What follows belongs to an exercise in optimizing a design on an open flow for small area, a short achievable clock period and few clock cycles per item; a production flow would make more cautious choices.
RTL that was checked went through simulation tests only; none was proved equivalent to the original.
Only the layout flow was run in runs 5 to 8; the RTL was not checked for function there.
Power figures rest on the tool's default switching activity, not on a simulated workload.

--- design/flow/run.sh ---
#!/bin/bash
# synth_recipe.tcl (not shown) runs the flow's synth.tcl, then flattens the netlist and writes it again
# the make line also repeats each setting of config.mk as NAME=value (left out here)
make -C /OpenROAD-flow-scripts/flow DESIGN_CONFIG=/design/flow/config.mk WORK_HOME=/design/flow/orfs CLKGATE_MAP_FILE= SYNTH_SCRIPT=/design/flow/synth_recipe.tcl finish
--- design/flow/config.mk ---
export PLATFORM = sky130hd
export DESIGN_NAME = edge_top
export DESIGN_NICKNAME = edge_top
export VERILOG_FILES = /design/flow/design.v
export SDC_FILE = /design/flow/constraint.sdc
export NUM_CORES = 4
export LEC_CHECK = 0
export ABC_AREA = 1
export CAP_MARGIN = 20
export CORE_MARGIN = 2
export CORE_UTILIZATION = 60
export CTS_CLUSTER_DIAMETER = 100
export CTS_CLUSTER_SIZE = 32
export SETUP_SLACK_MARGIN = 2.4
export SLEW_MARGIN = 20
--- design/flow/constraint.sdc ---
create_clock -name core_clock -period 4.5 [get_ports {clk}]
set_input_delay 0.9000 -clock core_clock [delete_from_list [all_inputs] [get_ports {clk}]]
set_output_delay 0.9000 -clock core_clock [all_outputs]
set_load 0.01 [all_outputs]
--- design/flow/design.v ---
`default_nettype none
package pix_pkg;
  localparam int pix_w = 8;
  localparam int grad_w = 11;
  localparam int mag_max = 255;
  localparam int kern_mid = 2;
  typedef logic [pix_w-1:0] pix_t;
  typedef struct packed {
    pix_t r;
    pix_t g;
    pix_t b;
  } rgb_t;
  typedef logic [9*pix_w-1:0] win_t;
  typedef struct packed {
    rgb_t rgb;
    pix_t grey;
    logic edge_mode;
  } dec_t;
  typedef struct packed {
    win_t win;
    rgb_t rgb;
    logic edge_mode;
  } win_beat_t;
  typedef struct packed {
    pix_t edge_val;
    rgb_t rgb;
    logic edge_mode;
  } res_t;
endpackage
`default_nettype wire
`default_nettype none
package frame_pkg;
  localparam int frame_cols = 32;
  localparam int frame_rows = 16;
  localparam int col_w = (frame_cols > 1) ? $clog2(frame_cols) : 1;
  localparam int row_w = (frame_rows > 1) ? $clog2(frame_rows) : 1;
endpackage
`default_nettype wire
`default_nettype none
module edge_top (
  input  logic       clk,
  input  logic       rst_n,
  input  logic       edge_en,
  input  logic       in_valid,
  input  logic       in_sof,
  input  logic [7:0] in_r,
  input  logic [7:0] in_g,
  input  logic [7:0] in_b,
  output logic       in_ready,
  output logic       out_valid,
  output logic       out_sof,
  output logic [7:0] out_r,
  output logic [7:0] out_g,
  output logic [7:0] out_b,
  input  logic       out_ready
);
  localparam int cols = frame_pkg::frame_cols;
  localparam int rows = frame_pkg::frame_rows;
  localparam int npix = cols * rows;
  localparam int depth = 2 * cols + 1;
  localparam int lag = cols + 2;
  localparam int hd_last = npix + lag - 1;
  logic        ir_v;
  logic        ir_sof;
  logic        ir_edge;
  logic [23:0] ir_d;       
  logic        fmode;      
  logic [9:0]  hd;
  logic        f_zero, f_last, f_valid, f_sof, f_left, f_right;
  logic        f_top, f_ptop;
  localparam int ring = depth - 1;
  logic [7:0]        ch0;
  logic [8*ring-1:0] rg;
  logic [4:0]        rot;
  logic        cv;         
  logic        c_sof;
  logic        c_right;    
  logic        c_right_y;  
  logic [9:0]  pt;         
  logic [9:0]  d1, d2, d3;         
  logic signed [8:0]  v1, vp;      
  logic signed [10:0] gsum;        
  logic        g_v;
  logic        g_sof;
  logic signed [10:0] gx;
  logic signed [10:0] gy;
  logic        s_v;
  logic        s_sof;
  logic [5:0]  s_lo;       
  logic [4:0]  s_hi;       
  logic        s_big;      
  logic        m_v;
  logic        m_sof;
  logic [7:0]  m_val;
  logic        skid_v;
  logic [24:0] skid_d;
  logic        in_ready_r;
  assign in_ready = in_ready_r;
  logic       in_mode;
  logic [8:0] rb_sum;
  assign in_mode = in_sof ? edge_en : fmode;
  assign rb_sum  = {1'b0, in_r} + {1'b0, in_b};
  logic adv;
  logic e_go;
  logic p_go;
  logic sh;
  logic al;
  logic p_v;
  logic out_en;
  logic busy;
  assign busy   = cv || g_v || s_v || m_v;
  assign adv    = !skid_v;
  assign al     = (rot == 5'd0) || f_zero;
  assign e_go   = adv && al && ir_v && ir_edge && (!hd[9] || f_last);
  assign p_go   = adv && ir_v && !ir_edge && f_zero && !busy;
  assign sh     = adv && al && (hd[9] || (ir_v && ir_edge));
  assign p_v    = (adv && m_v) || p_go;
  assign out_en = !out_valid || out_ready;
  logic ir_v_n;
  logic ir_edge_n;
  logic skid_v_n;
  logic out_v_n;
  logic tail_n;
  logic last_n;
  logic zero_n;
  logic busy_n;
  logic al_n;
  always_comb begin
    ir_v_n    = in_ready_r ? in_valid : ir_v;
    ir_edge_n = in_ready_r ? in_mode : ir_edge;
    if (out_en) begin
      out_v_n  = skid_v || p_v;
      skid_v_n = 1'b0;
    end else begin
      out_v_n  = 1'b1;
      skid_v_n = skid_v || p_v;
    end
    if (sh) begin
      tail_n = !f_last && (hd[9] || hd[8:0] == 9'h1ff);
      last_n = !f_last && (hd == 10'(hd_last - 1));
      zero_n = f_last && !e_go;
    end else begin
      tail_n = hd[9];
      last_n = f_last;
      zero_n = f_zero;
    end
    busy_n = adv ? ((sh && f_valid) || cv || g_v || s_v) : busy;
    al_n   = sh || (rot == 5'(cols - 1)) || zero_n;
  end
  always_ff @(posedge clk) begin
    if (!rst_n) begin
      ir_v       <= 1'b0;
      cv         <= 1'b0;
      g_v        <= 1'b0;
      s_v        <= 1'b0;
      m_v        <= 1'b0;
      out_valid  <= 1'b0;
      skid_v     <= 1'b0;
      in_ready_r <= 1'b1;
    end else begin
      ir_v       <= ir_v_n;
      if (adv) begin
        cv  <= sh && f_valid;
        g_v <= cv;
        s_v <= g_v;
        m_v <= s_v;
      end
      out_valid  <= out_v_n;
      skid_v     <= skid_v_n;
      in_ready_r <= !ir_v_n || (!skid_v_n && (ir_edge_n ? (al_n && (!tail_n || last_n))
                                                        : (zero_n && !busy_n)));
    end
  end
  always_ff @(posedge clk) begin
    if (!rst_n) begin
      hd     <= '0;
      f_zero <= 1'b1;
      f_last <= 1'b0;
    end else if (sh) begin
      hd     <= f_last ? {9'd0, e_go} : hd + 10'd1;
      f_zero <= f_last && !e_go;
      f_last <= !f_last && (hd == 10'(hd_last - 1));
    end
  end
  always_ff @(posedge clk) begin
    if (!rst_n) begin
      f_valid <= 1'b0;
      f_sof   <= 1'b0;
      f_left  <= 1'b0;
      f_right <= 1'b0;
      f_top   <= 1'b0;
      f_ptop  <= 1'b0;
    end else if (sh) begin
      f_valid <= !f_last && (hd >= 10'(lag - 1));
      f_sof   <= !f_last && (hd == 10'(lag - 1));
      f_left  <= !f_last && (hd[4:0] == 5'((lag - 1) % cols));
      f_right <= f_last ? e_go : (hd[4:0] == 5'((lag - 2) % cols));
      f_top   <= f_ptop;
      f_ptop  <= !f_last && (hd >= 10'(lag - 3)) && (hd < 10'(lag - 3 + cols));
    end
  end
  always_ff @(posedge clk) begin
    if (in_ready_r) begin
      ir_sof  <= in_sof;
      ir_edge <= in_mode;
      ir_d    <= {in_mode ? rb_sum[8:1] : in_r, in_g, in_b};
      if (in_valid && in_sof) begin
        fmode <= edge_en;
      end
    end
  end
  logic [8:0] grey_sum;
  logic [7:0] bot;
  logic [7:0] top;
  logic [7:0] nmid;
  logic [7:0] ntop;
  logic [7:0] tz;
  logic [7:0] ntz;
  assign grey_sum = {1'b0, ir_d[23:16]} + {1'b0, ir_d[15:8]};
  assign bot  = ch0;
  assign top  = rg[8*(2*cols-1) +: 8];
  assign nmid = rg[8*(cols-2) +: 8];
  assign ntop = rg[8*(2*cols-2) +: 8];
  assign tz   = f_top ? 8'h00 : top;
  assign ntz  = f_ptop ? 8'h00 : ntop;
  always_ff @(posedge clk) begin
    rot <= sh ? 5'd0 : rot + 5'd1;
    rg  <= {rg[8*(2*cols-1)-1:8*cols], sh ? rg[8*(cols-1) +: 8] : rg[8*(2*cols-1) +: 8],
            rg[8*(cols-1)-1:0],        sh ? ch0 : rg[8*(cols-1) +: 8]};
    if (sh) begin
      ch0     <= (hd[9] && !f_last) ? 8'h00 : grey_sum[8:1];
      pt      <= {2'b00, ntz} + {1'b0, nmid, 1'b0};
      d1      <= pt + {2'b00, bot};
      d2      <= d1;
      d3      <= f_left ? 10'd0 : d2;
      v1      <= $signed({1'b0, bot}) - $signed({1'b0, tz});
      vp      <= f_right ? 9'sd0 : v1;
      gsum    <= 11'(vp) + (11'(v1) <<< 1);
      c_sof   <= f_sof;
      c_right <= f_right;
    end
  end
  always_ff @(posedge clk) begin
    if (!rst_n) begin
      c_right_y <= 1'b0;
    end else if (sh) begin
      c_right_y <= f_right;
    end
  end
  always_ff @(posedge clk) begin
    if (adv) begin
      g_sof <= c_sof;
      gx    <= $signed({1'b0, c_right ? 10'd0 : d1}) - $signed({1'b0, d3});
      gy    <= gsum + (c_right_y ? 11'sd0 : 11'(v1));
    end
  end
  logic [9:0] ax;
  logic [9:0] ay;
  assign ax = gx[9:0] ^ {10{gx[10]}};
  assign ay = gy[9:0] ^ {10{gy[10]}};
  always_ff @(posedge clk) begin
    if (adv) begin
      s_sof <= g_sof;
      s_lo  <= {2'b00, ax[3:0]} + {2'b00, ay[3:0]} + {5'd0, gx[10]} + {5'd0, gy[10]};
      s_hi  <= {1'b0, ax[7:4]} + {1'b0, ay[7:4]};
      s_big <= (ax[9:8] != 2'b00) || (ay[9:8] != 2'b00);
    end
  end
  logic [5:0] m_top;
  assign m_top = {1'b0, s_hi} + {4'd0, s_lo[5:4]};
  always_ff @(posedge clk) begin
    if (adv) begin
      m_sof <= s_sof;
      m_val <= (s_big || m_top[5:4] != 2'b00) ? 8'hff : {m_top[3:0], s_lo[3:0]};
    end
  end
  logic [24:0] p_data;
  assign p_data = m_v ? {m_sof, m_val, m_val, m_val} : {ir_sof, ir_d};
  always_ff @(posedge clk) begin
    if (out_en) begin
      {out_sof, out_r, out_g, out_b} <= skid_v ? skid_d : p_data;
    end
    if (!skid_v) begin
      skid_d <= p_data;
    end
  end
endmodule
`default_nettype wire
==> results of run 1 <==
## stage by stage
step	worst slack (ns)	instance area, µm²	util	cells
final	2.404	24340	0.6664	2294
after global routing	2.285	24340	0.6664	2294
after CTS	2.358	24160	0.6614	2290
after detailed placement	1.528	23330	0.6389	2236
after global placement	1.531	23330	0.6389	2236
after floorplan	2.347	22270	-	1728
## worst min path at each step
stage	startpoint	end	slack [ns]	depth (start not counted)
5_1_grt	rg[130]	rg[138]	0.33	0
4_1_cts	rg[423]	rg[431]	0.33	0
6_report	rg[423]	rg[431]	0.33	0
2_1_floorplan	rg[92]	rg[100]	0.31	0
3_3_place_gp	rg[130]	rg[138]	0.31	0
3_5_place_dp	rg[154]	rg[162]	0.31	0
## cell usage after synthesis (3+ instances only)
library cell | instances | area, µm²
ha_1 | 87 | 1089
nand3b_1 | 3 | 22.52
nor2_1 | 97 | 364.1
dfxtp_1 | 570 | 11410
buf_2 | 7 | 35.03
nor3_1 | 10 | 50.05
o211ai_1 | 6 | 45.04
o21bai_1 | 10 | 75.07
nand3_1 | 49 | 245.2
or2_2 | 3 | 18.77
xor2_1 | 52 | 455.4
edfxtp_1 | 175 | 5255
fa_1 | 11 | 220.2
a21oi_1 | 85 | 425.4
xnor2_1 | 22 | 192.7
buf_6 | 3 | 33.78
nand2_1 | 263 | 987.2
o21ai_0 | 40 | 200.2
a22oi_1 | 9 | 67.56
inv_1 | 163 | 611.8
inv_2 | 4 | 15.01
a21o_1 | 3 | 22.52
nand2_2 | 3 | 18.77
o21a_1 | 3 | 22.52
clkbuf_1 | 12 | 45.04
nand4_1 | 17 | 106.4
## power by group
group          switching (mW)  leakage [nW]  internal [mW]
sequential              0.165          6.36           7.31
combinational           0.647          3.50          0.505
clock                    1.87         0.384           1.20
## logic make-up (layout without fill, tap and decap cells)
group	Yosys count	in the layout	share of synthesized area
adder cells (fa/ha/maj)	98	98	0.05895
flip-flops	745	745	0.7507
XOR/XNOR	74	74	0.02919
AND/OR/NAND/NOR	455	455	0.08566
buffers and inverters	189	287	0.03336
AO/OA/AOI/OAI	167	167	0.04215
## registers in the layout, summed over array words and instances (netlist names), 10 cells and up
register	cells
ir_d	24
hd	10
rg	512
skid_d	25
d1	10
pt	10
gy	11
d3	10
gsum	11
d2	10
gx	11
## per-layer routing
layer,up-vias,part of all wire
met5,-,0
met4,0,0.021
met3,41,0.037
met2,171,0.46
met1,5232,0.48
li1,5779,-
## repair_timing
item                       CTS  global route
setup buffers               15             4
resized for setup          132            44
pin swaps                    9            10
hold buffers                 0             0
setup endpoints to repair  155            86
gates cloned                 0             0
## area by class of cell
cell class | count | area [µm²]
Sequential cell | 745 | 16670
Fill cell | 2700 | 12180
Multi-Input combinational cell | 794 | 4981
Clock buffer | 36 | 752.0
Inverter | 167 | 664.4
Timing Repair Buffer | 81 | 645.6
Tap cell | 468 | 585.6
Clock inverter | 3 | 37.54
==> impl_metrics.json, run 1 <==
{
  "critical_path.cell_chain": "buf_6",
  "power_density_nw_per_um2": 480.6,
  "ys_async_sr_fraction": 0,
  "start_util": 0.6079,
  "clockBufferDepth": 3,
  "syn_area_um2": 22200,
  "wire_per_inst_um": 14.96,
  "synth_cell_types": 42,
  "rsz0062_at_grt": "true",
  "use_met2": 0.3004,
  "cp_max_fo": 1,
  "hold_viol": 0,
  "cp_slowest_stage_delay_ns": 0.44,
  "worstHoldPathType": "flop to flop",
  "grt_pass1_vias": 10940,
  "cp-start-kind": "flop",
  "antenna_found_initial": 1,
  "die_area_um2": 38560,
  "rows": 70,
  "core_area_um2": 36520,
  "min_period_ns": 2.096,
  "clkTransAtPathRegs_ns": 0.12,
  "yosys_register_bits": 745,
  "ys_warn_count": 1,
  "mostFrequentLayoutCells": "dfxtp_1 (566), nand2_1 (259), edfxtp_1 (175), inv_1 (158), nor2_1 (94)",
  "critPathKind": "flop to output pin",
  "die_x_um": 196.4,
  "final_nets": 1944,
  "vdd_drop_max_v": 0.0004927,
  "grt_pass1_wl_mm": 55.13,
  "cp.depth": 1,
  "cts_num_sinks": 745,
  "whs_ns": 0.3269,
  "num_vias": 11220,
  "cts_tree": "yes",
  "top_usage_layer": "met2",
  "synth-seq-area-share": 0.7507,
  "drt_iter0_markers": 493,
  "area_growth_pct": 9.631,
  "grt.met1_usage": 0.2480,
  "p_leak_nw": 10.24,
  "setup_viol": 0,
  "track_usage": 0.1793,
  "detail-route-antenna-nets": 0,
  "r2r_setup_slack_ns": 2.41,
  "ios": 57,
  "relSlewSlack": 0.5722,
  "cp_num_buf_inv": 1,
  "synth_edf_count": 175,
  "grt_max_degree": 56,
  "io_buffers": 56,
  "crit_end": "out_r[4]",
  "crit_arrival_ns": 1.20,
  "worst_pin_slew_ns": 0.6393,
  "die_h_um": 196.4,
  "cts-buffers-inserted": 27,
  "r2r-start": "gx[10]",
  "fin_crit_sh": 0.4658,
  "diodes": 0,
  "r2r-end": "s_lo[4]",
  "synthesis.instances": 1728,
  "finClkSkew_ns": 0.02371,
  "crit_slowest_cell": "edfxtp_1",
  "grt_use_met3": 0.02618,
  "drive_gt1_frac": 0.07941,
  "critPathLaunch": "out_r[4]",
  "crit_family": "flip-flops",
  "gp_congestion": 0.7903,
  "syn_avg_cell_area_um2": 12.85,
  "maxSlewViolCount": 0,
  "drcViolationCount": 0,
  "max_freq_mhz": 477.1,
  "status": "timing/DRC/antenna clean",
  "cp-end-kind": "output pin",
  "ys.flop_type": "dfxtp_1",
  "syn-num-nets": 1856,
  "h-tree-depth": 1,
  "rr_worst_depth": 7,
  "avgViaCountPerCell": 4.892,
  "power.total_mw": 11.70,
  "cts-root-buf": "clkbuf_16",
  "layout_commonest_cell": "dfxtp_1",
  "maxCapViolCount": 0,
  "setup-tns-final_ns": 0,
  "grt.overflow.total": 0,
  "dp_hpwl_mm": 22.41,
  "cp.required_ns": 3.60,
  "insertion_delay_ns": 0.61,
  "drt_pre_antenna_iters": 5,
  "wl_mm": 34.31
}
Testbench counts, summed over its fixed seeds: cycles 34,199, pixels 32,768.
==> run 2: changes to the inputs <==
--- a/design/flow/config.mk
+++ b/design/flow/config.mk
@@ -15 +15,2 @@
 export SLEW_MARGIN = 20
+export TNS_END_PERCENT = 30
==> impl_metrics.json, run 2 <==
{
  "hold_viol": 0,
  "synth_edf_count": 175,
  "die_x_um": 196.4,
  "p_leak_nw": 10.32,
  "crit_family": "adder cells",
  "avgViaCountPerCell": 4.847,
  "status": "timing/DRC/antenna clean",
  "largest_reg_flops": 512,
  "maxSlewViolCount": 0,
  "drcViolationCount": 0,
  "cp-start-kind": "flop",
  "vdd_drop_max_v": 0.0004580,
  "reg_top3": "rg (512), skid_d (25), ir_d (24)",
  "core_area_um2": 36520,
  "synth-seq-area-share": 0.7507,
  "drt_pre_antenna_iters": 6,
  "insertion_delay_ns": 0.61,
  "cp_slowest_stage_delay_ns": 0.51,
  "cts-root-buf": "clkbuf_16",
  "crit_arrival_ns": 2.52,
  "ys_warn_count": 1,
  "wire_per_inst_um": 15.11,
  "syn_avg_cell_area_um2": 12.85,
  "die_h_um": 196.4,
  "cts_tree": "yes",
  "area_growth_pct": 9.733,
  "ctsHoldBuffers": 0,
  "gp_congestion": 0.8660,
  "holdPathStages": 0,
  "track_usage": 0.1806,
  "yosysMostFrequentCell": "dfxtp_1",
  "synth_cell_types": 42,
  "detail-route-antenna-nets": 0,
  "drt_iter0_markers": 586,
  "max_freq_mhz": 462.9,
  "wl_mm": 34.76,
  "worst_pin_slew_ns": 0.6894,
  "h-tree-depth": 1,
  "critical_path.cell_chain": "buf_4 -> buf_6 -> buf_4 -> xor2_1 -> ha_1 -> inv_1 -> fa_1 -> xnor2_1",
  "io_buffers": 56,
  "ys_async_sr_fraction": 0,
  "cp-end-kind": "flop",
  "rr_worst_depth": 8,
  "finClkSkew_ns": 0.03771,
  "setup_viol": 0,
  "grt_pass1_vias": 10910,
  "rsz0062_at_grt": "true",
  "synth_commonest_cells": "dfxtp_1 (570), nand2_1 (263), edfxtp_1 (175), inv_1 (163), nor2_1 (97)",
  "cp_num_buf_inv": 4,
  "mostFrequentLayoutCells": "dfxtp_1 (565), nand2_1 (259), edfxtp_1 (175), inv_1 (162), nor2_1 (97)",
  "drive_gt1_frac": 0.07919,
  "yosys_register_bits": 745,
  "netlist.top_cell.by_area": "dfxtp_1",
  "relSlewSlack": 0.5404,
  "cts-buffers-inserted": 27,
  "layout_commonest_cell": "dfxtp_1",
  "setup-tns-final_ns": 0,
  "grt_max_degree": 96,
  "crit_slowest_cell": "edfxtp_1",
  "power.total_mw": 11.65,
  "grt.overflow.total": 0,
  "cp.required_ns": 4.86,
  "ys.flop_type": "dfxtp_1",
  "num_vias": 11150,
  "final_nets": 1948,
  "clockBufferDepth": 3,
  "min_period_ns": 2.161,
  "ios": 57,
  "antenna_found_initial": 1,
  "grt_pass1_wl_mm": 55.58,
  "clkTransAtPathRegs_ns": 0.12,
  "yosys.area.top_type_share": 0.5140,
  "yosys-top-cells-area": "dfxtp_1 (51%), edfxtp_1 (24%), ha_1 (4.9%)",
  "syn_area_um2": 22200,
  "largest-register": "rg",
  "die_area_um2": 38560,
  "fin_crit_sh": 0.4801,
  "worstHoldPathType": "flop to flop",
  "cts_num_sinks": 745,
  "dp_hpwl_mm": 22.40,
  "power_density_nw_per_um2": 478.0,
  "cp_max_fo": 6,
  "syn-num-nets": 1856,
  "maxCapViolCount": 0,
  "cp_common_cell": "buf_4",
  "fillers": 2737,
  "cp.depth": 8,
  "rows": 70,
  "critPathKind": "flop to flop",
  "start_util": 0.6079,
  "synthesis.instances": 1728
}
-- run 2: cell counts after synthesis --
Identical to the previous run, type by type.
-- run 2: area by class of cell --
type	count	area (µm²)	area share
Sequential cell	745	16680	0.6846
Multi-Input combinational cell	794	4967	0.2039
Timing Repair Buffer	85	728.2	0.02989
Clock buffer	36	709.4	0.02912
Inverter	167	630.6	0.02588
Tap cell	468	585.6	0.02404
Clock inverter	4	61.31	0.002517
Antenna cell	1	2.502	0.0001027
-- run 2: timing repair --
action	CTS	global route
endpoints found under the hold margin	0	0
pin swaps	2	13
cloned	1	0
endpoints found under the setup margin	138	135
buffers inserted	8	16
resized for setup	125	46
-- run 2: worst paths after layout --
path / start / end / slack (ns)
setup / recovery: gx[10] / s_hi[2] / 2.34
hold / removal: rg[494] / rg[502] / 0.31
hold reg to reg: rg[494] / rg[502] / 0.31
setup reg to reg: gx[10] / s_hi[2] / 2.34
-- run 2: kinds of logic (layout without fill, tap and decap cells) --
| group | after synthesis | after routing | synth area share |
|---|---|---|---|
| flip-flops | 745 | 745 | 0.7507 |
| AND/OR/NAND/NOR | 455 | 455 | 0.08566 |
| buffers and inverters | 189 | 292 | 0.03336 |
| AO/OA/AOI/OAI | 167 | 167 | 0.04215 |
| adder cells (fa/ha/maj) | 98 | 98 | 0.05895 |
| XOR/XNOR | 74 | 74 | 0.02919 |
| other | 0 | 1 | 0 |
-- run 2: stage by stage --
| step | util | hold WS [ns] | instance area, µm² | setup WS [ns] | std cells |
|---|---|---|---|---|---|
| CTS | 0.6594 | 0.3029 | 24080 | 2.279 | 2283 |
| global route | 0.6670 | 0.3127 | 24360 | 2.237 | 2300 |
| finish | 0.6670 | 0.3050 | 24360 | 2.339 | 2300 |
| detailed placement | 0.6374 | 0.3121 | 23280 | 1.631 | 2234 |
| floorplan | - | 0.3096 | 22220 | 2.297 | 1728 |
| global placement | 0.6374 | 0.3106 | 23280 | 1.671 | 2234 |
-- run 2: routing by layer --
metal	global-route usage	wire, µm	up-vias
met5	0	0	-
met1	0.2599	16880	5180
met4	0.04966	832	0
met2	0.2921	15900	132
li1	-	-	5786
met3	0.02327	1155	50
-- run 2: power breakdown --
| part | switching [mW] | internal [mW] |
|---|---|---|
| Sequential | 0.173 | 7.31 |
| Combinational | 0.629 | 0.497 |
| Clock | 1.84 | 1.19 |
| Total | 2.64 | 9.00 |
==> run 3: changes to the inputs <==
--- a/design/flow/config.mk
+++ b/design/flow/config.mk
@@ -13,4 +13,4 @@
 export CTS_CLUSTER_SIZE = 32
+export GPL_TIMING_DRIVEN = 0
 export SETUP_SLACK_MARGIN = 2.4
 export SLEW_MARGIN = 20
-export TNS_END_PERCENT = 30
==> impl_metrics.json, run 3 <==
{
  "cts-root-buf": "clkbuf_16",
  "grt.met1_usage": 0.2510,
  "antenna_found_initial": 0,
  "holdPathStages": 0,
  "maxSlewViolCount": 0,
  "drt_pre_antenna_iters": 5,
  "p_comb_frac": 0.100,
  "maxCapViolCount": 0,
  "io_buffers": 55,
  "start_util": 0.6079,
  "cts_num_sinks": 745,
  "largest_reg_flops": 512,
  "crit_arrival_ns": 1.22,
  "cp_max_fo": 1,
  "status": "timing/DRC/antenna clean",
  "syn_avg_cell_area_um2": 12.85,
  "cts_tree": "yes",
  "synth_cell_types": 42,
  "die_h_um": 196.4,
  "core_area_um2": 36520,
  "synth_commonest_cells": "dfxtp_1 (570), nand2_1 (263), edfxtp_1 (175), inv_1 (163), nor2_1 (97)",
  "relSlewSlack": 0.5607,
  "power.total_mw": 11.64,
  "grt.overflow.total": 0,
  "clockBufferDepth": 3,
  "cp.required_ns": 3.60,
  "crit_family": "flip-flops",
  "drcViolationCount": 0,
  "yosys.area.top_type_share": 0.5140,
  "mostFrequentLayoutCells": "dfxtp_1 (568), nand2_1 (259), edfxtp_1 (175), inv_1 (159), nor2_1 (93)",
  "cp-start-kind": "flop",
  "synth_edf_count": 175,
  "setup-tns-final_ns": 0,
  "clkTransAtPathRegs_ns": 0.12,
  "layout_commonest_cell": "dfxtp_1",
  "ios": 57,
  "rows": 70,
  "grt_pass1_vias": 11020,
  "area_growth_pct": 10.27,
  "whs_ns": 0.3086,
  "seq_power_share": 0.642,
  "grt_pass1_wl_mm": 56.14,
  "wl_mm": 35.05,
  "vdd_drop_max_v": 0.0005057,
  "grt_max_degree": 89,
  "hold_viol": 0,
  "rr_worst_depth": 8,
  "p_leak_nw": 10.32,
  "synthesis.instances": 1728,
  "fin_crit_sh": 0.4702,
  "max_freq_mhz": 472.7,
  "gp_congestion": 0.8331,
  "r2r-end": "s_lo[5]",
  "reg_top3": "rg (512), skid_d (25), ir_d (24)",
  "power_density_nw_per_um2": 475.5,
  "ys_warn_count": 1,
  "intPower_mw": 8.969,
  "regArea_um2": 16670,
  "r2r_setup_slack_ns": 2.39,
  "use_met2": 0.3109,
  "power_frac_clock": 0.257,
  "drt_iter0_markers": 631,
  "cp-end-kind": "output pin",
  "ys.flop_type": "dfxtp_1",
  "insertion_delay_ns": 0.62,
  "grt_use_met3": 0.02601,
  "top_usage_layer": "met2",
  "cts-buffers-inserted": 27,
  "fin_util": 0.6703,
  "wire_per_inst_um": 15.14,
  "crit_slowest_cell": "edfxtp_1",
  "dp_slack_ns": 1.528,
  "syn-num-nets": 1856,
  "min_period_ns": 2.116,
  "finClkSkew_ns": 0.02925,
  "h-tree-depth": 1,
  "setup_viol": 0,
  "avgViaCountPerCell": 4.877,
  "track_usage": 0.1841,
  "hp-start": "rg[486]",
  "yosys-top-cells-area": "dfxtp_1 (51%), edfxtp_1 (24%), ha_1 (4.9%)",
  "largest-register": "rg",
  "final_nets": 1965,
  "drive_gt1_frac": 0.08933,
  "cp_num_buf_inv": 1,
  "cp_slowest_stage_delay_ns": 0.45,
  "min_to": "rg[494]",
  "switchingPower_mw": 2.672,
  "swShare": 0.2296,
  "critical_path.cell_chain": "buf_6",
  "fillers": 2695,
  "dp_hpwl_mm": 22.94,
  "detail-route-antenna-nets": 0,
  "die_x_um": 196.4,
  "critPathKind": "flop to output pin",
  "worstHoldPathType": "flop to flop",
  "die_area_um2": 38560,
  "fin_ws_ns": 2.384,
  "num_vias": 11290,
  "yosysMostFrequentCell": "dfxtp_1",
  "r2r-start": "gx[10]",
  "syn_area_um2": 22200,
  "ys_async_sr_fraction": 0,
  "yosys_register_bits": 745,
  "netlist.top_cell.by_area": "dfxtp_1",
  "diodes": 0,
  "rsz0062_at_grt": "true",
  "multi_input_area_um2": 5040,
  "synth-seq-area-share": 0.7507,
  "worst_pin_slew_ns": 0.6565
}
[run 3: cell counts after synthesis]
No cell type changed its count.
[run 3: how the worst max path moves through the flow]
| stage | from | to | slack, ns | cells past startpoint |
|---|---|---|---|---|
| 2_1_floorplan | in_r[1] | ir_d[21] | 2.35 | 9 |
| 3_3_place_gp | in_r[1] | ir_d[21] | 1.55 | 10 |
| 3_5_place_dp | in_r[1] | ir_d[21] | 1.53 | 10 |
| 4_1_cts | in_ready_r | in_ready | 2.34 | 1 |
| 5_1_grt | gy[10] | s_lo[5] | 2.32 | 9 |
| 6_report | out_r[4] | out_r[4] | 2.38 | 1 |
[run 3: per-stage QoR]
step / cells / cell area [µm²]
floorplan: 1728 / 22270
global placement: 2251 / 23400
detailed placement: 2252 / 23420
CTS: 2310 / 24300
global route: 2315 / 24480
finish: 2315 / 24480
[run 3: repair_timing]
action | CTS | global route
pin swaps | 9 | 14
buffers inserted | 19 | 5
cloned | 0 | 0
resized for setup | 141 | 41
setup endpoints to repair | 136 | 32
hold buffers | 0 | 0
[run 3: power groups by stage]
stage	clock network, mW	logic, mW	registers (mW)
floorplan	0	0.769	7.58
global placement	0	1.05	7.62
detailed placement	0	1.08	7.63
CTS	3.09	1.12	7.48
global route	3.31	1.33	7.52
finish	3.00	1.17	7.48
[run 3: area by class of cell]
cell class | instances | area share
well taps | 468 | 0.02392
repair buffers | 80 | 0.02515
clock buffers | 36 | 0.02898
clock inverters | 3 | 0.002198
inverters | 167 | 0.02642
multi-input cells | 794 | 0.2059
plain buffers | 22 | 0.006491
flip-flops and latches | 745 | 0.6810
[run 3: kinds of logic (layout without fill, tap and decap cells)]
kind of cell	count (synthesis)	in the layout	synth area share
buffers and inverters	189	308	0.03336
DFF	745	745	0.7507
and+or+nand+nor	455	455	0.08566
adders and majority gates	98	98	0.05895
xor gates and xnor gates	74	74	0.02919
AOI/OAI and AO/OA	167	167	0.04215
[run 3: per-layer routing]
metal	share of wire	vias up
met5	0	-
met3	0.029	60
met1	0.47	5279
met4	0.028	0
li1	-	5810
met2	0.47	141
==> run 4: changes to the inputs <==
--- a/design/flow/config.mk
+++ b/design/flow/config.mk
@@ -8,3 +8,3 @@
 export ABC_AREA = 1
-export CAP_MARGIN = 20
+export CAP_MARGIN = 10
 export CORE_MARGIN = 2
@@ -13,4 +13,3 @@
 export CTS_CLUSTER_SIZE = 32
-export GPL_TIMING_DRIVEN = 0
 export SETUP_SLACK_MARGIN = 2.4
-export SLEW_MARGIN = 20
+export SLEW_MARGIN = 10
==> impl_metrics.json, run 4 <==
{
  "status": "timing/DRC/antenna clean",
  "max_freq_mhz": 477.1,
  "r2r_setup_slack_ns": 2.41,
  "min_to": "rg[431]",
  "syn-num-nets": 1856,
  "power.total_mw": 11.70,
  "yosysMostFrequentCell": "dfxtp_1",
  "crit_slowest_cell": "edfxtp_1",
  "drt_iter0_markers": 493,
  "diodes": 0,
  "cp_num_buf_inv": 1,
  "power_frac_clock": 0.263,
  "grt_pass1_vias": 10940,
  "wire_per_inst_um": 14.96,
  "r2r-start": "gx[10]",
  "power_density_nw_per_um2": 480.6,
  "cts_tree": "yes",
  "io_buffers": 56,
  "synth_edf_count": 175,
  "synthesis.instances": 1728,
  "num_vias": 11220,
  "intPower_mw": 9.018,
  "die_h_um": 196.4,
  "insertion_delay_ns": 0.61,
  "netlist.top_cell.by_area": "dfxtp_1",
  "yosys.area.top_type_share": 0.5140,
  "rsz0062_at_grt": "true",
  "p_comb_frac": 0.098,
  "critPathKind": "flop to output pin",
  "worstHoldPathType": "flop to flop",
  "h-tree-depth": 1,
  "grt.overflow.total": 0,
  "drive_gt1_frac": 0.07941,
  "yosys_register_bits": 745,
  "switchingPower_mw": 2.681,
  "crit_arrival_ns": 1.20,
  "p_leak_nw": 10.24,
  "cp.required_ns": 3.60,
  "syn_avg_cell_area_um2": 12.85,
  "largest-register": "rg",
  "ys.flop_type": "dfxtp_1",
  "cts_num_sinks": 745,
  "setup_viol": 0,
  "wl_mm": 34.31,
  "yosys-top-cells-area": "dfxtp_1 (51%), edfxtp_1 (24%), ha_1 (4.9%)",
  "cp-end-kind": "output pin",
  "rr_worst_depth": 7,
  "die_area_um2": 38560,
  "cp_max_fo": 1,
  "r2r-end": "s_lo[4]",
  "min_period_ns": 2.096,
  "cts-root-buf": "clkbuf_16",
  "cts-buffers-inserted": 27,
  "ys_async_sr_fraction": 0,
  "setup-tns-final_ns": 0,
  "track_usage": 0.1793,
  "detail-route-antenna-nets": 0,
  "crit_family": "flip-flops",
  "clkTransAtPathRegs_ns": 0.12,
  "reg_top3": "rg (512), skid_d (25), ir_d (24)",
  "ios": 57,
  "cp-start-kind": "flop",
  "drt_pre_antenna_iters": 5,
  "drcViolationCount": 0,
  "grt_pass1_wl_mm": 55.13,
  "start_util": 0.6079,
  "vdd_drop_max_v": 0.0004927,
  "synth_cell_types": 42,
  "antenna_found_initial": 1,
  "gp_congestion": 0.7903,
  "hold_viol": 0,
  "worst_pin_slew_ns": 0.6393,
  "mostFrequentLayoutCells": "dfxtp_1 (566), nand2_1 (259), edfxtp_1 (175), inv_1 (158), nor2_1 (94)",
  "layout_commonest_cell": "dfxtp_1",
  "swShare": 0.2292,
  "rows": 70,
  "relSlewSlack": 0.5722,
  "synth-seq-area-share": 0.7507,
  "syn_area_um2": 22200,
  "core_area_um2": 36520,
  "largest_reg_flops": 512,
  "dp_hpwl_mm": 22.41,
  "holdPathStages": 0,
  "grt_max_degree": 56,
  "area_growth_pct": 9.631,
  "critical_path.cell_chain": "buf_6",
  "ys_warn_count": 1,
  "cp_slowest_stage_delay_ns": 0.44,
  "clockBufferDepth": 3,
  "avgViaCountPerCell": 4.892,
  "die_x_um": 196.4,
  "final_nets": 1944,
  "fin_crit_sh": 0.4658,
  "seq_power_share": 0.639,
  "maxSlewViolCount": 0,
  "finClkSkew_ns": 0.02371,
  "maxCapViolCount": 0,
  "synth_commonest_cells": "dfxtp_1 (570), nand2_1 (263), edfxtp_1 (175), inv_1 (163), nor2_1 (97)",
  "hp-start": "rg[423]"
}
[run 4: metal layers]
metal / routed length (µm) / GRT usage / vias up / share of wire
met5: 0 / 0 / - / 0
met4: 718 / 0.04545 / 0 / 0.021
met3: 1283 / 0.02618 / 41 / 0.037
met2: 15940 / 0.3004 / 171 / 0.46
met1: 16360 / 0.2480 / 5232 / 0.48
li1: - / - / 5779 / -
[run 4: what timing repair did]
| action | in CTS | in global routing |
|---|---|---|
| setup endpoints to repair | 155 | 86 |
| setup buffers | 15 | 4 |
| hold buffers | 0 | 0 |
| resized for setup | 132 | 44 |
| pin swaps | 9 | 10 |
[run 4: metrics by stage]
step / hold slack [ns] / cells / setup slack [ns] / utilization / area (µm²)
finish: 0.3269 / 2294 / 2.404 / 0.6664 / 24340
global route: 0.3335 / 2294 / 2.285 / 0.6664 / 24340
CTS: 0.3261 / 2290 / 2.358 / 0.6614 / 24160
detailed placement: 0.3121 / 2236 / 1.528 / 0.6389 / 23330
global placement: 0.3095 / 2236 / 1.531 / 0.6389 / 23330
floorplan: 0.3096 / 1728 / 2.347 / - / 22270
[run 4: layout make-up]
cell class	instances	area [µm²]
clock buffer	36	752.0
clock inverter	3	37.54
fill	2700	12180
inverter	167	664.4
multi-input combinational	794	4981
sequential	745	16670
tap	468	585.6
timing repair buffer	81	645.6
[run 4: kinds of logic after synthesis]
logic type | Yosys count | share of synthesized area
AND/OR/NAND/NOR | 455 | 0.08566
AO/OA/AOI/OAI | 167 | 0.04215
flip-flops | 745 | 0.7507
XOR/XNOR | 74 | 0.02919
buffers and inverters | 189 | 0.03336
adder cells (fa/ha/maj) | 98 | 0.05895
[run 4: how the worst max path moves through the flow]
stage | slack [ns] | startpoint | end | cells past startpoint
after global routing | 2.29 | gx[10] | s_lo[5] | 8
final | 2.40 | out_r[4] | out_r[4] | 1
after global placement | 1.53 | in_r[1] | ir_d[21] | 10
after CTS | 2.36 | skid_v | d3[5] | 5
after floorplan | 2.35 | in_r[1] | ir_d[21] | 9
after detailed placement | 1.53 | in_r[1] | ir_d[21] | 10
[run 4: power groups by stage]
| stage | Combinational (mW) | Clock, mW | Sequential, mW |
|---|---|---|---|
| floorplan | 0.769 | 0 | 7.58 |
| global placement | 1.04 | 0 | 7.63 |
| detailed placement | 1.06 | 0 | 7.64 |
| CTS | 1.11 | 3.17 | 7.48 |
| global route | 1.32 | 3.37 | 7.52 |
| finish | 1.15 | 3.07 | 7.48 |
==> run 5: changes to the inputs <==
--- a/design/flow/design.v
+++ b/design/flow/design.v
@@ -91,5 +91,2 @@
   logic        s_big;      
-  logic        m_v;
-  logic        m_sof;
-  logic [7:0]  m_val;
   logic        skid_v;
@@ -110,3 +107,3 @@
   logic busy;
-  assign busy   = cv || g_v || s_v || m_v;
+  assign busy   = cv || g_v || s_v;
   assign adv    = !skid_v;
@@ -116,3 +113,3 @@
   assign sh     = adv && al && (hd[9] || (ir_v && ir_edge));
-  assign p_v    = (adv && m_v) || p_go;
+  assign p_v    = (adv && s_v) || p_go;
   assign out_en = !out_valid || out_ready;
@@ -146,3 +143,3 @@
     end
-    busy_n = adv ? ((sh && f_valid) || cv || g_v || s_v) : busy;
+    busy_n = adv ? ((sh && f_valid) || cv || g_v) : busy;
     al_n   = sh || (rot == 5'(cols - 1)) || zero_n;
@@ -155,3 +152,2 @@
       s_v        <= 1'b0;
-      m_v        <= 1'b0;
       out_valid  <= 1'b0;
@@ -165,3 +161,2 @@
         s_v <= g_v;
-        m_v <= s_v;
       end
@@ -268,12 +263,8 @@
   end
-  logic [5:0] m_top;
-  assign m_top = {1'b0, s_hi} + {4'd0, s_lo[5:4]};
-  always_ff @(posedge clk) begin
-    if (adv) begin
-      m_sof <= s_sof;
-      m_val <= (s_big || m_top[5:4] != 2'b00) ? 8'hff : {m_top[3:0], s_lo[3:0]};
-    end
-  end
+  logic [5:0]  m_top;
+  logic [7:0]  m_val;
   logic [24:0] p_data;
-  assign p_data = m_v ? {m_sof, m_val, m_val, m_val} : {ir_sof, ir_d};
+  assign m_top  = {1'b0, s_hi} + {4'd0, s_lo[5:4]};
+  assign m_val  = (s_big || m_top[5:4] != 2'b00) ? 8'hff : {m_top[3:0], s_lo[3:0]};
+  assign p_data = s_v ? {s_sof, m_val, m_val, m_val} : {ir_sof, ir_d};
   always_ff @(posedge clk) begin
--- a/design/flow/config.mk
+++ b/design/flow/config.mk
@@ -8,8 +8,8 @@
 export ABC_AREA = 1
-export CAP_MARGIN = 10
+export CAP_MARGIN = 20
 export CORE_MARGIN = 2
 export CORE_UTILIZATION = 60
-export CTS_CLUSTER_DIAMETER = 100
-export CTS_CLUSTER_SIZE = 32
+export CTS_CLUSTER_DIAMETER = 80
+export CTS_CLUSTER_SIZE = 24
 export SETUP_SLACK_MARGIN = 2.4
-export SLEW_MARGIN = 10
+export SLEW_MARGIN = 20
==> impl_metrics.json, run 5 <==
{
  "netlist.top_cell.by_area": "dfxtp_1",
  "drt_iter0_markers": 431,
  "synth-xor-area-share": 0.02930,
  "clockBufferDepth": 3,
  "syn_avg_cell_area_um2": 12.97,
  "rows": 69,
  "ios": 57,
  "die_h_um": 194.7,
  "largest_reg_flops": 512,
  "relSlewSlack": 0.4532,
  "synth_top_family_by_area": "simple AND/OR/NAND/NOR gates",
  "cts-root-buf": "clkbuf_16",
  "wl_mm": 34.87,
  "yosys.area.top_type_share": 0.5221,
  "gp_congestion": 0.8441,
  "drive_gt1_frac": 0.1032,
  "reg_top3": "rg (512), skid_d (25), ir_d (24)",
  "synthAdderAreaFrac": 0.05998,
  "grt_pass1_vias": 11180,
  "drcViolationCount": 0,
  "ys_warn_count": 1,
  "final_nets": 1920,
  "insertion_delay_ns": 0.57,
  "cts_num_sinks": 735,
  "synthMuxAreaShare": 0,
  "r2r_setup_slack_ns": 2.39,
  "synth_cell_types": 40,
  "fin_crit_sh": 0.4683,
  "clkTransAtPathRegs_ns": 0.09,
  "synth_commonest_cells": "dfxtp_1 (569), nand2_1 (232), edfxtp_1 (166), inv_1 (156), nor2_1 (101)",
  "maxCapViolCount": 0,
  "grt_max_degree": 45,
  "diodes": 0,
  "synth-seq-area-share": 0.7505,
  "io_buffers": 56,
  "ctsHoldBuffers": 0,
  "layout_commonest_cell": "dfxtp_1",
  "status": "timing/DRC/antenna clean",
  "finClkSkew_ns": 0.02296,
  "yosys-top-cells-area": "dfxtp_1 (52%), edfxtp_1 (23%), ha_1 (5.0%)",
  "cts-buffers-inserted": 38,
  "dp_slack_ns": 1.561,
  "vdd_drop_max_v": 0.0004607,
  "syn_area_um2": 21820,
  "wire_per_inst_um": 15.34,
  "power.total_mw": 12.19,
  "max_freq_mhz": 474.5,
  "yosysMostFrequentCell": "dfxtp_1",
  "synth_compound_gate_area_share": 0.04995,
  "dp_hpwl_mm": 22.43,
  "start_util": 0.6119,
  "setup-tns-final_ns": 0,
  "setup_viol": 0,
  "r2r-start": "s_lo[4]",
  "avgViaCountPerCell": 4.883,
  "placed_area_um2": 22970,
  "ys.flop_type": "dfxtp_1",
  "cts_tree": "yes",
  "power_density_nw_per_um2": 498.4,
  "drt_pre_antenna_iters": 5,
  "yosys_register_bits": 735,
  "synthesis.instances": 1682,
  "maxSlewViolCount": 0,
  "synth-simple-area-share": 0.07793,
  "stdcell_area_um2": 24460,
  "critPathKind": "flop to flop",
  "ys_async_sr_fraction": 0,
  "num_vias": 11100,
  "h-tree-depth": 2,
  "p_leak_nw": 10.34,
  "crit_end": "out_r[7]",
  "rsz0062_at_grt": "true",
  "synth_edf_count": 166,
  "cp-start-kind": "flop",
  "grt.overflow.total": 0,
  "mostFrequentLayoutCells": "dfxtp_1 (566), nand2_1 (217), edfxtp_1 (166), inv_1 (152), nor2_1 (98)",
  "area_growth_pct": 12.12,
  "crit_arrival_ns": 2.42,
  "min_period_ns": 2.107,
  "cp.required_ns": 4.81,
  "worstHoldPathType": "flop to flop",
  "rr_worst_depth": 10,
  "critPathLaunch": "s_lo[4]",
  "core_area_um2": 35660,
  "grt_pass1_wl_mm": 57.08,
  "die_area_um2": 37910,
  "r2r-end": "out_r[7]",
  "die_x_um": 194.7,
  "detail-route-antenna-nets": 0,
  "hold_viol": 0,
  "syn-num-nets": 1810,
  "cp-end-kind": "flop",
  "antenna_found_initial": 0,
  "fin_ws_ns": 2.393,
  "track_usage": 0.1892,
  "largest-register": "rg",
  "cp_max_fo": 7,
  "worst_pin_slew_ns": 0.8193
}
==> run 5: cell types whose count changed after synthesis, moves of 3 or more <==
cell      delta
a21oi_1      -3
a22oi_1     +17
clkbuf_1     -4
edfxtp_1     -9
inv_1        -7
nand2_1     -31
nand3_1     -17
nor2_1       +4
o21ai_0      -3
o21ai_1      +9
==> run 5: cell families (layout without fill, tap and decap cells) <==
kind of cell,count (synthesis),in the layout
AOI/OAI and AO/OA,188,188
xor gates and xnor gates,73,73
adders and majority gates,98,98
buffers and inverters,179,309
DFF,735,735
and+or+nand+nor,409,409
==> run 5: critical path: stages, from the launching register on <==
cell      delay, ns
edfxtp_1       0.34
ha_2           0.18
inv_2          0.04
fa_2           0.37
nor2_4         0.11
nor2_2         0.05
nor2_2         0.15
nand2_4        0.13
buf_6          0.16
o21ai_4        0.25
nand2_2        0.09
==> run 5: area by class of cell <==
class | instances | area, µm²
Clock buffer | 51 | 1031
Clock inverter | 9 | 100.1
Fill cell | 2510 | 11190
Inverter | 159 | 611.8
Multi-Input combinational cell | 768 | 5036
Sequential cell | 735 | 16380
Tap cell | 461 | 576.8
Timing Repair Buffer | 90 | 723.2
==> run 5: worst min path at each step <==
stage | startpoint | depth (start not counted) | end
floorplan | rg[92] | 0 | rg[100]
global placement | rg[50] | 0 | rg[58]
detailed placement | rg[135] | 0 | rg[143]
CTS | rg[274] | 0 | rg[282]
global route | rg[274] | 0 | rg[282]
finish | rg[89] | 0 | rg[97]
==> run 5: layer usage <==
layer  global-route usage  wire [µm]  vias to the layer above
met3              0.03262       1104                       55
li1                     -          -                     5716
met5                    0          0                        -
met1               0.2616      16840                     5182
met2               0.3112      16180                      145
met4              0.05157        742                        0
==> run 5: repair_timing <==
action                     4_1_cts  5_1_grt
resized for setup              120       69
pin swaps                       11       18
buffers inserted                16       10
setup endpoints to repair       80       79
==> run 5: power breakdown <==
group / total [mW] / internal, mW / leakage (nW) / switching (mW)
clock: 3.64 / 1.66 / 0.551 / 1.99
combinational: 1.18 / 0.526 / 3.51 / 0.656
sequential: 7.37 / 7.20 / 6.28 / 0.175
total: 12.2 / 9.38 / 10.3 / 2.82
==> run 5: stage by stage <==
step	hold WS, ns	instances	utilization
6_report	0.3247	2273	0.6861
5_1_grt	0.3269	2273	0.6861
4_1_cts	0.3253	2263	0.6820
3_5_place_dp	0.3121	2187	0.6443
3_3_place_gp	0.3099	2187	0.6443
2_1_floorplan	0.3096	1682	-
==> run 6: changes to the inputs <==
--- a/design/flow/config.mk
+++ b/design/flow/config.mk
@@ -11,2 +11,3 @@
 export CORE_UTILIZATION = 60
+export CTS_BUF_LIST = sky130_fd_sc_hd__clkbuf_8 sky130_fd_sc_hd__clkbuf_16
 export CTS_CLUSTER_DIAMETER = 80
==> impl_metrics.json, run 6 <==
{
  "insertion_delay_ns": 0.57,
  "area_growth_pct": 12.12,
  "fin_util": 0.6861,
  "syn_area_um2": 21820,
  "min_period_ns": 2.107,
  "avgViaCountPerCell": 4.896,
  "largest_reg_flops": 512,
  "ys_async_sr_fraction": 0,
  "dp_slack_ns": 1.561,
  "rows": 69,
  "finClkSkew_ns": 0.02490,
  "diodes": 0,
  "netlist.top_cell.by_area": "dfxtp_1",
  "fin_cells": 2273,
  "track_usage": 0.1892,
  "largest-register": "rg",
  "cts_num_sinks": 735,
  "yosys.area.top_type_share": 0.5221,
  "synth_commonest_cells": "dfxtp_1 (569), nand2_1 (232), edfxtp_1 (166), inv_1 (156), nor2_1 (101)",
  "synthesis.instances": 1682,
  "power.total_mw": 12.17,
  "layout_commonest_cell": "dfxtp_1",
  "grt_pass1_wl_mm": 57.06,
  "fin_ws_ns": 2.393,
  "maxCapViolCount": 0,
  "fillers": 2510,
  "yosysMostFrequentCell": "dfxtp_1",
  "worstHoldPathType": "flop to flop",
  "core_area_um2": 35660,
  "grt_max_degree": 45,
  "p_comb_frac": 0.097,
  "multi_input_area_um2": 5036,
  "crit_arrival_ns": 2.42,
  "clkTransAtPathRegs_ns": 0.09,
  "maxSlewViolCount": 0,
  "h-tree-depth": 2,
  "synth-seq-area-share": 0.7505,
  "max_freq_mhz": 474.5,
  "wire_per_inst_um": 15.36,
  "gp_congestion": 0.8441,
  "rsz0062_at_grt": "true",
  "status": "timing/DRC/antenna clean",
  "cts_tree": "yes",
  "mostFrequentLayoutCells": "dfxtp_1 (566), nand2_1 (217), edfxtp_1 (166), inv_1 (163), nor2_1 (98)",
  "yosys-top-cells-area": "dfxtp_1 (52%), edfxtp_1 (23%), ha_1 (5.0%)",
  "drive_gt1_frac": 0.1032,
  "syn-num-nets": 1810,
  "drt_iter0_markers": 458,
  "seq_power_share": 0.606,
  "swShare": 0.2316,
  "drcViolationCount": 0,
  "hold_viol": 0,
  "antenna_found_initial": 0,
  "synth_cell_types": 40,
  "cp-start-kind": "flop",
  "io_buffers": 56,
  "relSlewSlack": 0.4538,
  "dp_hpwl_mm": 22.43,
  "ys_warn_count": 1,
  "num_vias": 11130,
  "intPower_mw": 9.353,
  "reg_top3": "rg (512), skid_d (25), ir_d (24)",
  "die_h_um": 194.7,
  "cp.required_ns": 4.81,
  "dp_cells": 2187,
  "die_x_um": 194.7,
  "synth_edf_count": 166,
  "power_density_nw_per_um2": 497.5,
  "critPathKind": "flop to flop",
  "fin_crit_sh": 0.4683,
  "ys.flop_type": "dfxtp_1",
  "grt.overflow.total": 0,
  "cts-buffers-inserted": 38,
  "start_util": 0.6119,
  "regArea_um2": 16380,
  "cp_max_fo": 7,
  "syn_avg_cell_area_um2": 12.97,
  "switchingPower_mw": 2.818,
  "ios": 57,
  "vdd_drop_max_v": 0.0004607,
  "detail-route-antenna-nets": 0,
  "setup_viol": 0,
  "drt_pre_antenna_iters": 5,
  "cts-root-buf": "clkbuf_16",
  "wl_mm": 34.92,
  "worst_pin_slew_ns": 0.8184,
  "die_area_um2": 37910,
  "final_nets": 1920,
  "setup-tns-final_ns": 0,
  "grt_pass1_vias": 11180,
  "p_leak_nw": 10.38,
  "cp-end-kind": "flop",
  "power_frac_clock": 0.297,
  "yosys_register_bits": 735,
  "clockBufferDepth": 3
}
[run 6: cell count changes in the layout (fill, tap and decap cells not counted), sizes merged]
cell / before / now
clkbuf: 59 / 49
inv: 164 / 175
buf: 52 / 51
[run 6: final timing paths]
kind,from,endpoint,slack (ns),cells after the start
setup / recovery,s_lo[4],out_r[7],2.39,10
hold / removal,rg[274],rg[282],0.33,0
setup reg to reg,s_lo[4],out_r[7],2.39,10
hold reg to reg,rg[274],rg[282],0.33,0
[run 6: critical path: stages, from the launching register on]
cell      delay, ns
edfxtp_1       0.34
ha_2           0.18
inv_2          0.04
fa_2           0.37
nor2_4         0.11
nor2_2         0.05
nor2_2         0.15
nand2_4        0.13
buf_6          0.16
o21ai_4        0.25
nand2_2        0.09
[run 6: cells by family (layout without fill, tap and decap cells)]
group,Yosys count,after routing,synth area share
flip-flops,735,735,0.7505
AND/OR/NAND/NOR,409,409,0.07793
AO/OA/AOI/OAI,188,188,0.04995
buffers and inverters,179,309,0.03229
adder cells (fa/ha/maj),98,98,0.05998
XOR/XNOR,73,73,0.02930
[run 6: metrics by stage]
| stage | hold slack [ns] | area, µm² |
|---|---|---|
| 3_5_place_dp | 0.3121 | 22970 |
| 4_1_cts | 0.3253 | 24320 |
| 5_1_grt | 0.3269 | 24460 |
| 2_1_floorplan | 0.3096 | 21880 |
| 3_3_place_gp | 0.3099 | 22970 |
| 6_report | 0.3251 | 24460 |
[run 6: cell type report]
cell class              count  area share
clock inverters            20    0.005779
repair buffers             90     0.02956
inverters                 159     0.02501
well taps                 461     0.02358
flip-flops and latches    735      0.6698
clock buffers              40     0.04046
multi-input cells         768      0.2059
[run 6: timing repair]
action                                  in CTS  in global routing
pin swaps                                   11                 18
endpoints found under the setup margin      80                 79
gates resized for setup                    119                 69
hold buffers                                 0                  0
buffers inserted                            16                 10
[run 6: power groups by stage]
stage,logic [mW],registers (mW),clock network (mW)
floorplan,0.763,7.46,0
finish,1.18,7.37,3.62
global route,1.35,7.41,3.95
CTS,1.13,7.38,3.74
global placement,1.02,7.51,0
detailed placement,1.05,7.52,0
[run 6: layer usage]
| layer | track usage | wire length [µm] |
|---|---|---|
| met2 | 0.3113 | 16280 |
| met3 | 0.03262 | 1128 |
| met5 | 0 | 0 |
| met4 | 0.05157 | 719 |
| met1 | 0.2613 | 16800 |
==> run 7: changes to the inputs <==
--- a/design/flow/config.mk
+++ b/design/flow/config.mk
@@ -10,6 +10,5 @@
 export CORE_MARGIN = 2
-export CORE_UTILIZATION = 60
-export CTS_BUF_LIST = sky130_fd_sc_hd__clkbuf_8 sky130_fd_sc_hd__clkbuf_16
-export CTS_CLUSTER_DIAMETER = 80
-export CTS_CLUSTER_SIZE = 24
+export CORE_UTILIZATION = 55
+export CTS_CLUSTER_DIAMETER = 90
+export CTS_CLUSTER_SIZE = 28
 export SETUP_SLACK_MARGIN = 2.4
==> impl_metrics.json, run 7 <==
{
  "status": "timing/DRC/antenna clean",
  "setup-tns-final_ns": 0,
  "yosys-top-cells-area": "dfxtp_1 (52%), edfxtp_1 (23%), ha_1 (5.0%)",
  "synth_edf_count": 166,
  "drcViolationCount": 0,
  "critical_path.cell_chain": "ha_2 -> inv_2 -> fa_2 -> nor2_2 -> nor2_1 -> nor2_1 -> nand2_2 -> o21ai_2 -> nand2_1",
  "ys_async_sr_fraction": 0,
  "ios": 57,
  "cts_tree": "yes",
  "area_growth_pct": 11.34,
  "stdcell_area_um2": 24290,
  "gp_congestion": 0.8464,
  "yosys_register_bits": 735,
  "worstHoldPathType": "flop to flop",
  "die_area_um2": 41280,
  "rsz0062_at_grt": "true",
  "die_h_um": 203.2,
  "min_period_ns": 2.103,
  "crit_family": "simple AND/OR/NAND/NOR gates",
  "layout_commonest_cell": "dfxtp_1",
  "fin_crit_sh": 0.4673,
  "power_density_nw_per_um2": 482.1,
  "clkTransAtPathRegs_ns": 0.10,
  "grt_pass1_vias": 10580,
  "maxSlewViolCount": 0,
  "netlist.top_cell.by_area": "dfxtp_1",
  "cp-end-kind": "flop",
  "detail-route-antenna-nets": 0,
  "fin_util": 0.6242,
  "wire_per_inst_um": 14.12,
  "cp.required_ns": 4.85,
  "cp_max_fo": 7,
  "worst_pin_slew_ns": 0.8239,
  "finClkSkew_ns": 0.02719,
  "hold_viol": 0,
  "cts_num_sinks": 735,
  "yosysMostFrequentCell": "dfxtp_1",
  "wl_mm": 32.67,
  "cp_slowest_stage_delay_ns": 0.34,
  "reg_top3": "rg (512), skid_d (25), ir_d (24)",
  "final_nets": 1910,
  "syn_avg_cell_area_um2": 12.97,
  "setup_viol": 0,
  "drt_iter0_markers": 427,
  "clockBufferDepth": 3,
  "track_usage": 0.1608,
  "core_area_um2": 38920,
  "relSlewSlack": 0.4494,
  "grt_pass1_wl_mm": 53.41,
  "synthesis.instances": 1682,
  "syn_area_um2": 21820,
  "fillers": 3092,
  "dp_hpwl_mm": 22.18,
  "synth-seq-area-share": 0.7505,
  "io_buffers": 56,
  "die_x_um": 203.2,
  "cp-start-kind": "flop",
  "ys.flop_type": "dfxtp_1",
  "grt_max_degree": 45,
  "placed_area_um2": 23060,
  "crit_slowest_cell": "edfxtp_1",
  "critPathKind": "flop to flop",
  "h-tree-depth": 1,
  "insertion_delay_ns": 0.61,
  "max_freq_mhz": 475.5,
  "cts-root-buf": "clkbuf_16",
  "vdd_drop_max_v": 0.0004430,
  "mostFrequentLayoutCells": "dfxtp_1 (565), nand2_1 (222), edfxtp_1 (166), inv_1 (151), nor2_1 (95)",
  "num_vias": 10990,
  "crit_arrival_ns": 2.45,
  "grt.overflow.total": 0,
  "avgViaCountPerCell": 4.752,
  "synth_cell_types": 40,
  "drt_pre_antenna_iters": 5,
  "largest_reg_flops": 512,
  "ctsHoldBuffers": 0,
  "synth_commonest_cells": "dfxtp_1 (569), nand2_1 (232), edfxtp_1 (166), inv_1 (156), nor2_1 (101)",
  "rows": 72,
  "yosys.area.top_type_share": 0.5221,
  "diodes": 0,
  "cts-buffers-inserted": 31,
  "power.total_mw": 11.71,
  "syn-num-nets": 1810,
  "cp_num_buf_inv": 1,
  "ys_warn_count": 1,
  "p_leak_nw": 10.19,
  "drive_gt1_frac": 0.09805,
  "largest-register": "rg",
  "cp_common_cell": "nor2_1",
  "start_util": 0.5606,
  "antenna_found_initial": 1,
  "maxCapViolCount": 0
}
[run 7: final cells by class]
class / instances / area [µm²] / area share
Sequential cell: 735 / 16380 / 0.6744
Clock buffer: 40 / 830.8 / 0.03420
Multi-Input combinational cell: 768 / 5047 / 0.2078
Tap cell: 518 / 648.1 / 0.02668
Clock inverter: 6 / 60.06 / 0.002472
Timing Repair Buffer: 87 / 708.2 / 0.02915
Inverter: 159 / 614.3 / 0.02529
[run 7: logic make-up after synthesis]
logic type,Yosys count,synth area share
adder cells (fa/ha/maj),98,0.05998
AO/OA/AOI/OAI,188,0.04995
AND/OR/NAND/NOR,409,0.07793
buffers and inverters,179,0.03229
flip-flops,735,0.7505
XOR/XNOR,73,0.02930
[run 7: per-layer routing]
| layer | vias up | GRT usage | share of wire |
|---|---|---|---|
| met3 | 46 | 0.02269 | 0.033 |
| met5 | - | 0 | 0 |
| met1 | 5128 | 0.2321 | 0.50 |
| met4 | 0 | 0.03884 | 0.018 |
| li1 | 5695 | - | - |
| met2 | 123 | 0.2587 | 0.45 |
[run 7: worst paths after layout]
path                               from  endpoint  slack, ns  cells past startpoint
worst max-delay path            s_lo[4]  out_g[7]       2.40                      9
worst min-delay path            rg[116]   rg[124]       0.32                      0
worst max register to register  s_lo[4]  out_g[7]       2.40                      9
worst min register to register  rg[116]   rg[124]       0.32                      0
[run 7: power by group]
| group | switching [mW] | total (mW) | internal [mW] |
|---|---|---|---|
| sequential | 0.162 | 7.36 | 7.20 |
| clock | 1.85 | 3.18 | 1.33 |
| combinational | 0.645 | 1.18 | 0.533 |
| total | 2.65 | 11.7 | 9.06 |
[run 7: timing repair]
item | in CTS | in global routing
setup buffers | 13 | 9
gates cloned | 0 | 0
gates resized for setup | 138 | 57
pin swaps | 17 | 17
endpoints found under the setup margin | 78 | 109
[run 7: metrics by stage]
step                      setup slack, ns  cells  hold slack [ns]
after floorplan                     2.347   1682           0.3096
after global placement              1.565   2245           0.3095
after detailed placement            1.580   2245           0.3121
after CTS                           2.308   2304           0.3058
after global routing                2.285   2313           0.3234
final                               2.397   2313           0.3173
==> run 8: changes to the inputs <==
--- a/design/flow/config.mk
+++ b/design/flow/config.mk
@@ -10,5 +10,5 @@
 export CORE_MARGIN = 2
-export CORE_UTILIZATION = 55
-export CTS_CLUSTER_DIAMETER = 90
-export CTS_CLUSTER_SIZE = 28
+export CORE_UTILIZATION = 60
+export CTS_CLUSTER_DIAMETER = 100
+export CTS_CLUSTER_SIZE = 32
 export SETUP_SLACK_MARGIN = 2.4
==> impl_metrics.json, run 8 <==
{
  "status": "timing/DRC/antenna clean",
  "cp_num_buf_inv": 1,
  "largest-register": "rg",
  "io_buffers": 56,
  "drt_iter0_markers": 492,
  "grt_pass1_wl_mm": 55.77,
  "worst_pin_slew_ns": 0.8608,
  "mostFrequentLayoutCells": "dfxtp_1 (565), nand2_1 (228), edfxtp_1 (166), inv_1 (151), nor2_1 (98)",
  "power_frac_clock": 0.259,
  "netlist.top_cell.by_area": "dfxtp_1",
  "cp_slowest_stage_delay_ns": 0.45,
  "yosysMostFrequentCell": "dfxtp_1",
  "clkTransAtPathRegs_ns": 0.12,
  "dp_slack_ns": 1.561,
  "diodes": 0,
  "critPathKind": "flop to output pin",
  "syn_avg_cell_area_um2": 12.97,
  "crit_arrival_ns": 1.23,
  "cp-start-kind": "flop",
  "switchingPower_mw": 2.664,
  "min_to": "rg[281]",
  "finClkSkew_ns": 0.03158,
  "cp.required_ns": 3.60,
  "cts_tree": "yes",
  "synth_compound_gate_area_share": 0.04995,
  "syn-num-nets": 1810,
  "insertion_delay_ns": 0.59,
  "yosys-top-cells-area": "dfxtp_1 (52%), edfxtp_1 (23%), ha_1 (5.0%)",
  "synth-xor-area-share": 0.02930,
  "ys_warn_count": 1,
  "drt_pre_antenna_iters": 5,
  "grt_pass1_vias": 10970,
  "synthMuxAreaShare": 0,
  "drive_gt1_frac": 0.08562,
  "seq_power_share": 0.640,
  "final_nets": 1904,
  "synth_edf_count": 166,
  "dp_hpwl_mm": 22.43,
  "fin_cells": 2248,
  "die_h_um": 194.7,
  "dp_cells": 2187,
  "rr_worst_depth": 8,
  "reg_top3": "rg (512), skid_d (25), ir_d (24)",
  "r2r_setup_slack_ns": 2.40,
  "gp_congestion": 0.8441,
  "wire_per_inst_um": 15.20,
  "synth_commonest_cells": "dfxtp_1 (569), nand2_1 (232), edfxtp_1 (166), inv_1 (156), nor2_1 (101)",
  "synthesis.instances": 1682,
  "core_area_um2": 35660,
  "rows": 69,
  "cts_num_sinks": 735,
  "ios": 57,
  "vdd_drop_max_v": 0.0004766,
  "num_vias": 10940,
  "swShare": 0.2313,
  "die_x_um": 194.7,
  "clockBufferDepth": 3,
  "holdPathStages": 0,
  "track_usage": 0.1832,
  "whs_ns": 0.3041,
  "intPower_mw": 8.855,
  "p_comb_frac": 0.101,
  "maxSlewViolCount": 0,
  "stdcell_area_um2": 24020,
  "syn_area_um2": 21820,
  "synth_cell_types": 40,
  "h-tree-depth": 1,
  "yosys_register_bits": 735,
  "layout_commonest_cell": "dfxtp_1",
  "ys_async_sr_fraction": 0,
  "largest_reg_flops": 512,
  "worstHoldPathType": "flop to flop",
  "yosys.area.top_type_share": 0.5221,
  "maxCapViolCount": 0,
  "rsz0062_at_grt": "true",
  "max_freq_mhz": 469.4,
  "synthAdderAreaFrac": 0.05998,
  "placed_area_um2": 22970,
  "fillers": 2564,
  "crit_family": "flip-flops",
  "hold_viol": 0,
  "critical_path.cell_chain": "buf_2",
  "ys.flop_type": "dfxtp_1",
  "p_leak_nw": 10.12,
  "relSlewSlack": 0.4255,
  "cts-root-buf": "clkbuf_16",
  "ctsHoldBuffers": 0,
  "crit_slowest_cell": "edfxtp_1",
  "power.total_mw": 11.52,
  "wl_mm": 34.16,
  "area_growth_pct": 10.11,
  "cp-end-kind": "output pin",
  "fin_crit_sh": 0.4734,
  "die_area_um2": 37910,
  "start_util": 0.6119,
  "detail-route-antenna-nets": 0,
  "cts-buffers-inserted": 27,
  "r2r-end": "s_hi[2]",
  "setup_viol": 0,
  "synth-seq-area-share": 0.7505,
  "synth_top_family_by_area": "simple AND/OR/NAND/NOR gates",
  "r2r-start": "gy[10]",
  "antenna_found_initial": 0,
  "hp-start": "rg[273]",
  "min_period_ns": 2.130,
  "grt_max_degree": 45,
  "fin_ws_ns": 2.370,
  "power_density_nw_per_um2": 479.5,
  "avgViaCountPerCell": 4.866,
  "fin_util": 0.6738,
  "setup-tns-final_ns": 0,
  "synth-simple-area-share": 0.07793,
  "cp_max_fo": 1,
  "drcViolationCount": 0,
  "grt.overflow.total": 0
}
==> run 8: cell counts after synthesis <==
No cell type changed its count.
==> run 8: layout make-up <==
type / instances / area, µm² / area share
Sequential cell: 735 / 16390 / 0.6820
Multi-Input combinational cell: 768 / 5021 / 0.2090
Clock buffer: 37 / 713.2 / 0.02969
Timing Repair Buffer: 85 / 660.6 / 0.02750
Inverter: 159 / 611.8 / 0.02547
Tap cell: 461 / 576.8 / 0.02401
Clock inverter: 3 / 55.05 / 0.002292
==> run 8: what timing repair did <==
action,4_1_cts,5_1_grt
setup buffers,14,7
setup endpoints to repair,78,75
pin swaps,11,16
resized for setup,141,41
==> run 8: power by group through the flow <==
stage                     Sequential [mW]  Clock, mW  Combinational, mW
after global routing                 7.42       3.27               1.32
final                                7.38       2.98               1.16
after detailed placement             7.52          0               1.05
after global placement               7.51          0               1.02
after floorplan                      7.46          0              0.763
after CTS                            7.38       3.07               1.11
==> run 8: layer usage <==
layer | wire length (µm) | global-route usage | up-vias
met1 | 16650 | 0.2551 | 5128
met4 | 691 | 0.04074 | 0
met5 | 0 | 0 | -
li1 | - | - | 5662
met2 | 15960 | 0.3089 | 101
met3 | 860 | 0.02464 | 47
==> run 8: worst register-to-register path, delay by kind of cell, from the launching register on <==
| family | cells | cell delay, ns |
|---|---|---|
| DFF | 1 | 0.48 |
| adders and majority gates | 2 | 0.59 |
| buffers and inverters | 4 | 0.50 |
| xor gates and xnor gates | 2 | 0.29 |
==> run 8: cell families after synthesis <==
logic type / after synthesis
and+or+nand+nor: 409
xor gates and xnor gates: 73
buffers and inverters: 179
DFF: 735
AOI/OAI and AO/OA: 188
adders and majority gates: 98
==> run 8: worst max-delay path by stage <==
stage                          start  cells after the start        to
final                       out_b[7]                      1  out_b[7]
after floorplan              in_r[1]                      9  ir_d[21]
after global routing          gy[10]                      8   s_lo[5]
after detailed placement     in_r[1]                     10  ir_d[21]
after global placement       in_r[1]                     10  ir_d[21]
after CTS                 in_ready_r                      1  in_ready

-- separate check: timing with driven ports --
How much do the figures lean on ideal ports? The routed layouts below were timed once more, with nothing changed but the port constraints. Step 1, drivers: a clkbuf_16 drives clk and a buf_2 each remaining input, both assumed. Step 2 also shifts input and output timing later by t, the mid clock arrival at the registers, as if the neighbouring blocks saw the same clock. a / b / c = ideal / step 1 / step 2; a / b = the first two.
run	t, ns	setup WS [ns]	clock arrival spread, ns	cell pins on the clock port's net
run 1	0.659	2.404 / 2.347 / 1.838	0.028 / 0.027	1
run 2	0.639	2.339 / 2.339 / 1.750	0.041 / 0.040	1
run 3	0.653	2.384 / 2.329 / 1.848	0.040 / 0.039	1
run 4	0.659	2.404 / 2.347 / 1.838	0.028 / 0.027	1
run 5	0.608	2.393 / 2.393 / 1.864	0.023 / 0.024	1
run 6	0.609	2.393 / 2.393 / 1.862	0.026 / 0.026	1
run 7	0.653	2.397 / 2.359 / 1.842	0.032 / 0.031	1
run 8	0.640	2.370 / 2.317 / 1.863	0.057 / 0.058	1
After both steps every run listed still meets setup and hold. The setup slack of run 2, which loses most, moves by 0.000 ns with the drivers and by -0.589 ns with both steps.
